Background: an optimization exercise with open tools, aiming at small area, a short achievable clock period and few clock cycles per item. Do not read the settings as production practice.
Only simulation tests tie the RTL to the original design; equivalence was not proved.
Power is estimated from default activity; no workload was simulated.

==> run C <==
Design wheel_color_strip_generator_top, start of the top module:
module wheel_color_strip_generator_top
(
   input  logic        clock,
   input  logic        reset,
   input  logic        req_tvalid,
   output logic        req_tready,
   input  logic [63:0] req_tdata,    
   output logic        rsp_tvalid,
   input  logic        rsp_tready,
   output logic [31:0] rsp_tdata,    
   output logic        rsp_tlast,    
   input  logic        csr_psel,
   input  logic        csr_penable,
   input  logic        csr_pwrite,
   input  logic [4:0]  csr_paddr,
   input  logic [31:0] csr_pwdata,
   output logic [31:0] csr_prdata,
   output logic        csr_pready
);
Settings: LEC_CHECK=0, CAP_MARGIN=20, CORE_MARGIN=2, CORE_UTILIZATION=55, CTS_BUF_LIST=sky130_fd_sc_hd__clkbuf_4, SLEW_MARGIN=20, SYNTH_MEMORY_MAX_BITS=16384; clock period 22.0 ns.
run.sh (not shown) runs the stock make flow with config.mk's settings and CLKGATE_MAP_FILE= SYNTH_SCRIPT=/design/flow/synth_recipe.tcl, a recipe that flattens the netlist after the stock synthesis.
==> run K: changes against run C <==
--- a/flow/design.v
+++ b/flow/design.v
@@ -29,20 +29,24 @@
    localparam logic [2:0] REG_NODE_COUNT    = 3'd7;
    logic [2:0] index;
    logic       write;
    assign index = csr_paddr[4:2];
    assign write = csr_psel & csr_penable & csr_pwrite;
    assign csr_pready = 1'b1;
    always_comb begin
-      logic [7:0] lo, hi;
-      lo = csr_paddr[3] ? (csr_paddr[2] ? brightness_scale : {7'd0, fade_synced})
-                        : (csr_paddr[2] ? fade_speed : pattern_speed);
-      hi = csr_paddr[3] ? (csr_paddr[2] ? node_count : own_address)
-                        : (csr_paddr[2] ? {6'd0, inside_mode} : {6'd0, timing_mode});
-      csr_prdata = {24'd0, csr_paddr[4] ? hi : lo};
+      case (index)
+         REG_PATTERN_SPEED: csr_prdata = {24'd0, pattern_speed};
+         REG_FADE_SPEED:    csr_prdata = {24'd0, fade_speed};
+         REG_FADE_SYNCED:   csr_prdata = {31'd0, fade_synced};
+         REG_BRIGHTNESS:    csr_prdata = {24'd0, brightness_scale};
+         REG_TIMING_MODE:   csr_prdata = {30'd0, timing_mode};
+         REG_INSIDE_MODE:   csr_prdata = {30'd0, inside_mode};
+         REG_OWN_ADDRESS:   csr_prdata = {24'd0, own_address};
+         default:           csr_prdata = {24'd0, node_count};
+      endcase
    end
    always_ff @(posedge clock) begin
       if (reset) begin
          pattern_speed    <= 8'd42;
          fade_speed       <= 8'd0;
          fade_synced      <= 1'b0;
          brightness_scale <= 8'd255;
@@ -83,26 +87,24 @@
    output logic [7:0]  q_w,
    output logic [8:0]  q_f
 );
    localparam int STEPS = 3;
    function automatic logic [8:0] step(input logic [7:0] rem, input logic nb, input logic [7:0] d);
       logic [8:0] r;
       logic       b;
-      logic [9:0] t;
       r = {rem, nb};
-      t = {1'b0, r} - {2'b0, d};
-      b = !t[9];
-      step = {b, b ? t[7:0] : r[7:0]};
+      b = (r >= {1'b0, d});
+      if (b) r = r - {1'b0, d};
+      step = {b, r[7:0]};
    endfunction
    function automatic logic [8:0] qstep(input logic [8:0] q, input logic b);
       logic [9:0] t;
-      logic [10:0] u;
       t = {q, 1'b0};
-      u = {1'b0, t} - 11'd314;
-      qstep = (u[10] ? t[8:0] : u[8:0]) | {8'd0, b};
+      if (t >= 10'd314) t = t - 10'd314;
+      qstep = t[8:0] | {8'd0, b};
    endfunction
    logic        a_busy_ff;
    logic [2:0]  a_cnt_ff;
    logic [29:0] aw_ff, af_ff;
    logic [7:0]  arw_ff, arf_ff;
    logic [8:0]  aqf_ff;
    logic [29:0] aw0, af0, aw, af;
Settings changed: CTS_BUF_LIST sky130_fd_sc_hd__clkbuf_4 to default.
==> comparison <==
Of run K and run C, run K has the higher combinational power (gap about 6%, measured against run C).
Between run K and run C, the lower die area is in run C (gap about 2%, measured against run C).
Of run K and run C, run C has the higher sequential share of layout area (gap 0.51 points).
Worst hold slack: run K is better than run C (0.017 ns).
In run C the clock power is lower than in run K, by about 18%.
Against run C, the clock-buffer cell count of run K is lower by 70.
Of run K and run C, run K has the higher synthesized area (gap about 2.2%, measured against run C).
Flip-flop and latch count is the same in run C and run K.
Against run K, the power of run C is smaller by about 6%.
Testbench counts of run C, summed over its fixed seeds: cycles 19,520, items 3,072.
Testbench counts of run K, summed over its fixed seeds: cycles 19,520, items 3,072.

---

==> v38: inputs <==
Another version of the RTL of wheel_color_strip_generator_top (not shown whole).
Design wheel_color_strip_generator_top, start of the top module:
module wheel_color_strip_generator_top
(
   input  logic        clock,
   input  logic        reset,
   input  logic        req_tvalid,
   output logic        req_tready,
   input  logic [63:0] req_tdata,    
   output logic        rsp_tvalid,
   input  logic        rsp_tready,
   output logic [31:0] rsp_tdata,    
   output logic        rsp_tlast,    
   input  logic        csr_psel,
   input  logic        csr_penable,
   input  logic        csr_pwrite,
   input  logic [4:0]  csr_paddr,
   input  logic [31:0] csr_pwdata,
   output logic [31:0] csr_prdata,
   output logic        csr_pready
);
   localparam logic [1:0] TIMING_STAGGERED = 2'd1;
   localparam logic [1:0] TIMING_LOCAL     = 2'd2;
   localparam logic [1:0] TIMING_ALTERNATE = 2'd3;
   logic [7:0] pattern_speed;
   logic [7:0] fade_speed;
   logic       fade_synced;
   logic [7:0] brightness_scale;
   logic [1:0] timing_mode;
   logic [1:0] inside_mode;
   logic [7:0] own_address;
   logic [7:0] node_count;
   logic [7:0]  ps_eff;
   logic        d_ready, d_last, d_load;
   logic        ps_zero;
   logic [7:0]  offset_ff;
   logic [2:0]  ocnt_ff;
   logic [7:0]  oacc_ff, oacc_next;
   logic [7:0]  d_qw;
   logic [8:0]  d_qf;
   logic        ser_take;
   logic        m_take, m_done;
   logic        m_busy_ff;
   logic [2:0]  m_cnt_ff;
   logic [7:0]  m_qw_ff;
   logic [8:0]  m_qf_ff;
   logic [16:0] acc_ff;
   logic [20:0] acc_sum;
   logic [3:0]  nib;
   logic [16:0] fade_rom_value;
   logic [16:0] scale;           
   logic        bright_write;
  ...
==> flow/config.mk <==
export PLATFORM = sky130hd
export DESIGN_NAME = wheel_color_strip_generator_top
export DESIGN_NICKNAME = wheel_color_strip_generator_top
export VERILOG_FILES = /design/flow/design.v
export SDC_FILE = /design/flow/constraint.sdc
export NUM_CORES = 4
export LEC_CHECK = 0
export CAP_MARGIN = 20
export CORE_MARGIN = 2
export CORE_UTILIZATION = 65
export CTS_BUF_LIST = sky130_fd_sc_hd__clkbuf_4
export SLEW_MARGIN = 40
export SYNTH_MEMORY_MAX_BITS = 16384
==> flow/constraint.sdc <==
create_clock -name core_clock -period 22.0 [get_ports {clock}]
set_input_delay 4.4000 -clock core_clock [delete_from_list [all_inputs] [get_ports {clock}]]
set_output_delay 4.4000 -clock core_clock [all_outputs]
set_load 0.01 [all_outputs]
==> inputs of v12, as changes to v38 <==
--- a/flow/design.v
+++ b/flow/design.v
@@ -2680,15 +2680,15 @@
    logic [20:0] acc_sum;
    logic [3:0]  nib;
    logic [16:0] fade_rom_value;
    logic [16:0] scale;           
    logic        bright_write;
    logic        sc_busy_ff;
    logic [2:0]  sc_cnt_ff;
-   logic [9:0]  v_ff, v_new;
+   logic [9:0]  v_new;
    logic [16:0] scale_new;
    logic [16:0] mcand, acc_in;
    logic        fade_one;
    logic [8:0]  step_val;
    logic [7:0]  offset;
    logic [7:0]  item_base;
    logic [16:0] item_bright;
@@ -2734,30 +2734,30 @@
    wcsg_fade_rom u_fade_rom (
       .idx   (m_qf_ff),
       .value (fade_rom_value)
    );
    assign bright_write = csr_psel && csr_penable && csr_pwrite && (csr_paddr[4:2] == 3'd3);
    wcsg_scale_rom u_scale_rom (
       .c     (acc_ff[14:5]),
-      .v     (v_ff),
+      .v     (scale[9:0]),
       .x     (acc_ff[16:5]),
       .v_new (v_new),
       .scale (scale_new)
    );
    always_ff @(posedge clock) begin
       if (reset) begin
          sc_busy_ff <= 1'b0;
          scale      <= 17'd65536;
       end else if (bright_write) begin
          sc_busy_ff <= 1'b1;
          sc_cnt_ff  <= 3'd0;
       end else if (sc_busy_ff) begin
          sc_cnt_ff <= sc_cnt_ff + 3'd1;
          if (sc_cnt_ff == 3'd2) begin
-            v_ff <= v_new;
+            scale <= 17'(v_new);      
          end
          if (sc_cnt_ff == 3'd5) begin
             sc_busy_ff <= 1'b0;
             scale      <= scale_new;
          end
       end
    end
@@ -2772,16 +2772,16 @@
       mcand  = scale;
       acc_in = acc_ff;
       if (sc_busy_ff) begin
          case (sc_cnt_ff)
             3'd0:    begin mcand = 17'd25701; nib = brightness_scale[3:0]; acc_in = 17'd0; end
             3'd1:    begin mcand = 17'd25701; nib = brightness_scale[7:4]; end
             3'd2:    begin mcand = 17'd70255; nib = v_new[3:0]; acc_in = 17'd0; end
-            3'd3:    begin mcand = 17'd70255; nib = v_ff[7:4]; end
-            default: begin mcand = 17'd70255; nib = {2'd0, v_ff[9:8]}; end
+            3'd3:    begin mcand = 17'd70255; nib = scale[7:4]; end
+            default: begin mcand = 17'd70255; nib = {2'd0, scale[9:8]}; end
          endcase
       end
       acc_sum = 21'(acc_in) + 21'(mcand) * 21'(nib);
    end
    always_ff @(posedge clock) begin
       if (reset) begin
          m_busy_ff <= 1'b0;
==> flow/config.mk (replaced) <==
export PLATFORM = sky130hd
export DESIGN_NAME = wheel_color_strip_generator_top
export DESIGN_NICKNAME = wheel_color_strip_generator_top
export VERILOG_FILES = /design/flow/design.v
export SDC_FILE = /design/flow/constraint.sdc
export NUM_CORES = 4
export LEC_CHECK = 0
export CAP_MARGIN = 20
export CORE_MARGIN = 2
export CORE_UTILIZATION = 55
export CTS_BUF_LIST = sky130_fd_sc_hd__clkbuf_4
export CTS_CLUSTER_SIZE = 30
export SLEW_MARGIN = 75
export SYNTH_MEMORY_MAX_BITS = 16384
==> inputs of v6, as changes to v38 <==
==> flow/config.mk (replaced) <==
export PLATFORM = sky130hd
export DESIGN_NAME = wheel_color_strip_generator_top
export DESIGN_NICKNAME = wheel_color_strip_generator_top
export VERILOG_FILES = /design/flow/design.v
export SDC_FILE = /design/flow/constraint.sdc
export NUM_CORES = 4
export LEC_CHECK = 0
export CAP_MARGIN = 20
export CORE_MARGIN = 2
export CORE_UTILIZATION = 55
export CTS_BUF_LIST = sky130_fd_sc_hd__clkbuf_4
export CTS_CLUSTER_SIZE = 30
export SLEW_MARGIN = 60
export SYNTH_MEMORY_MAX_BITS = 16384
==> inputs of v32, as changes to v38 <==
--- a/flow/design.v
+++ b/flow/design.v
@@ -2680,15 +2680,15 @@
    logic [20:0] acc_sum;
    logic [3:0]  nib;
    logic [16:0] fade_rom_value;
    logic [16:0] scale;           
    logic        bright_write;
    logic        sc_busy_ff;
    logic [2:0]  sc_cnt_ff;
-   logic [9:0]  v_ff, v_new;
+   logic [9:0]  v_new;
    logic [16:0] scale_new;
    logic [16:0] mcand, acc_in;
    logic        fade_one;
    logic [8:0]  step_val;
    logic [7:0]  offset;
    logic [7:0]  item_base;
    logic [16:0] item_bright;
@@ -2734,30 +2734,30 @@
    wcsg_fade_rom u_fade_rom (
       .idx   (m_qf_ff),
       .value (fade_rom_value)
    );
    assign bright_write = csr_psel && csr_penable && csr_pwrite && (csr_paddr[4:2] == 3'd3);
    wcsg_scale_rom u_scale_rom (
       .c     (acc_ff[14:5]),
-      .v     (v_ff),
+      .v     (scale[9:0]),
       .x     (acc_ff[16:5]),
       .v_new (v_new),
       .scale (scale_new)
    );
    always_ff @(posedge clock) begin
       if (reset) begin
          sc_busy_ff <= 1'b0;
          scale      <= 17'd65536;
       end else if (bright_write) begin
          sc_busy_ff <= 1'b1;
          sc_cnt_ff  <= 3'd0;
       end else if (sc_busy_ff) begin
          sc_cnt_ff <= sc_cnt_ff + 3'd1;
          if (sc_cnt_ff == 3'd2) begin
-            v_ff <= v_new;
+            scale <= 17'(v_new);      
          end
          if (sc_cnt_ff == 3'd5) begin
             sc_busy_ff <= 1'b0;
             scale      <= scale_new;
          end
       end
    end
@@ -2772,16 +2772,16 @@
       mcand  = scale;
       acc_in = acc_ff;
       if (sc_busy_ff) begin
          case (sc_cnt_ff)
             3'd0:    begin mcand = 17'd25701; nib = brightness_scale[3:0]; acc_in = 17'd0; end
             3'd1:    begin mcand = 17'd25701; nib = brightness_scale[7:4]; end
             3'd2:    begin mcand = 17'd70255; nib = v_new[3:0]; acc_in = 17'd0; end
-            3'd3:    begin mcand = 17'd70255; nib = v_ff[7:4]; end
-            default: begin mcand = 17'd70255; nib = {2'd0, v_ff[9:8]}; end
+            3'd3:    begin mcand = 17'd70255; nib = scale[7:4]; end
+            default: begin mcand = 17'd70255; nib = {2'd0, scale[9:8]}; end
          endcase
       end
       acc_sum = 21'(acc_in) + 21'(mcand) * 21'(nib);
    end
    always_ff @(posedge clock) begin
       if (reset) begin
          m_busy_ff <= 1'b0;
==> flow/config.mk (replaced) <==
export PLATFORM = sky130hd
export DESIGN_NAME = wheel_color_strip_generator_top
export DESIGN_NICKNAME = wheel_color_strip_generator_top
export VERILOG_FILES = /design/flow/design.v
export SDC_FILE = /design/flow/constraint.sdc
export NUM_CORES = 4
export LEC_CHECK = 0
export CAP_MARGIN = 20
export CORE_MARGIN = 2
export CORE_UTILIZATION = 55
export CTS_BUF_LIST = sky130_fd_sc_hd__clkbuf_4
export CTS_CLUSTER_SIZE = 30
export SLEW_MARGIN = 90
export SYNTH_MEMORY_MAX_BITS = 16384
==> summary.txt <==
- The lowest register-to-register slack belongs to v38, the highest to v12.
- In v12 the via count is larger than in v6, by 1.4%.
- Between v6 and v38, the lower final area is in v38 (gap 1.1%, measured against v38).
- The lowest sequential share of layout area belongs to v12, the highest to v38.
- Against v12, the combinational power of v38 is lower by about 10%.
- v38 ran to the end with no violations. v6 completed with no timing, DRC or antenna violations. v32 ended with an error in detailed placement (3_5_place_dp). v12 ran to the end with no violations.
Testbench counts of v38, summed over its fixed seeds: cycles 19,520, items 3,072.
Testbench counts of v12, summed over its fixed seeds: cycles 19,520, items 3,072.
Testbench counts of v6, summed over its fixed seeds: cycles 19,520, items 3,072.
Testbench counts of v32, summed over its fixed seeds: cycles 19,520, items 3,072.

port drivers added, routing unchanged:
In the flow no input, the clock included, has a driving cell. The finished layouts below were timed again as built, in two steps. Step 1: set_driving_cell puts a clkbuf_16 on clock and a buf_2 on each other input, an assumption about the parent block. Step 2 times the ports against the registers' clock, not the clock port: input delays grow and output delays shrink by t, the midpoint of the rising clock arrivals with the driver on. a / b / c = no drivers / after step 1 / after step 2; a / b = the first two.
run	t, ns	setup slack, ns	worst hold slack (ns)	worst setup path after step 2	worst slew at a driven data input, ns
run C	0.887	10.697 / 10.676 / 10.676	0.452 / 0.452 / 0.452	input to output	0.11
run K	0.648	10.730 / 10.709 / 10.709	0.470 / 0.470 / 0.470	input to output	0.10
v38	0.887	10.724 / 10.698 / 10.698	0.446 / 0.446 / 0.446	input to output	0.04
v12	0.902	11.463 / 11.427 / 11.427	0.419 / 0.419 / 0.419	input to output	0.08
v6	0.888	11.238 / 11.178 / 11.178	0.458 / 0.458 / 0.458	input to output	0.08
After both steps setup and hold are still met in every run listed. For v6, which loses most, drivers alone change the setup slack by -0.060 ns; drivers and shift together by -0.060 ns.
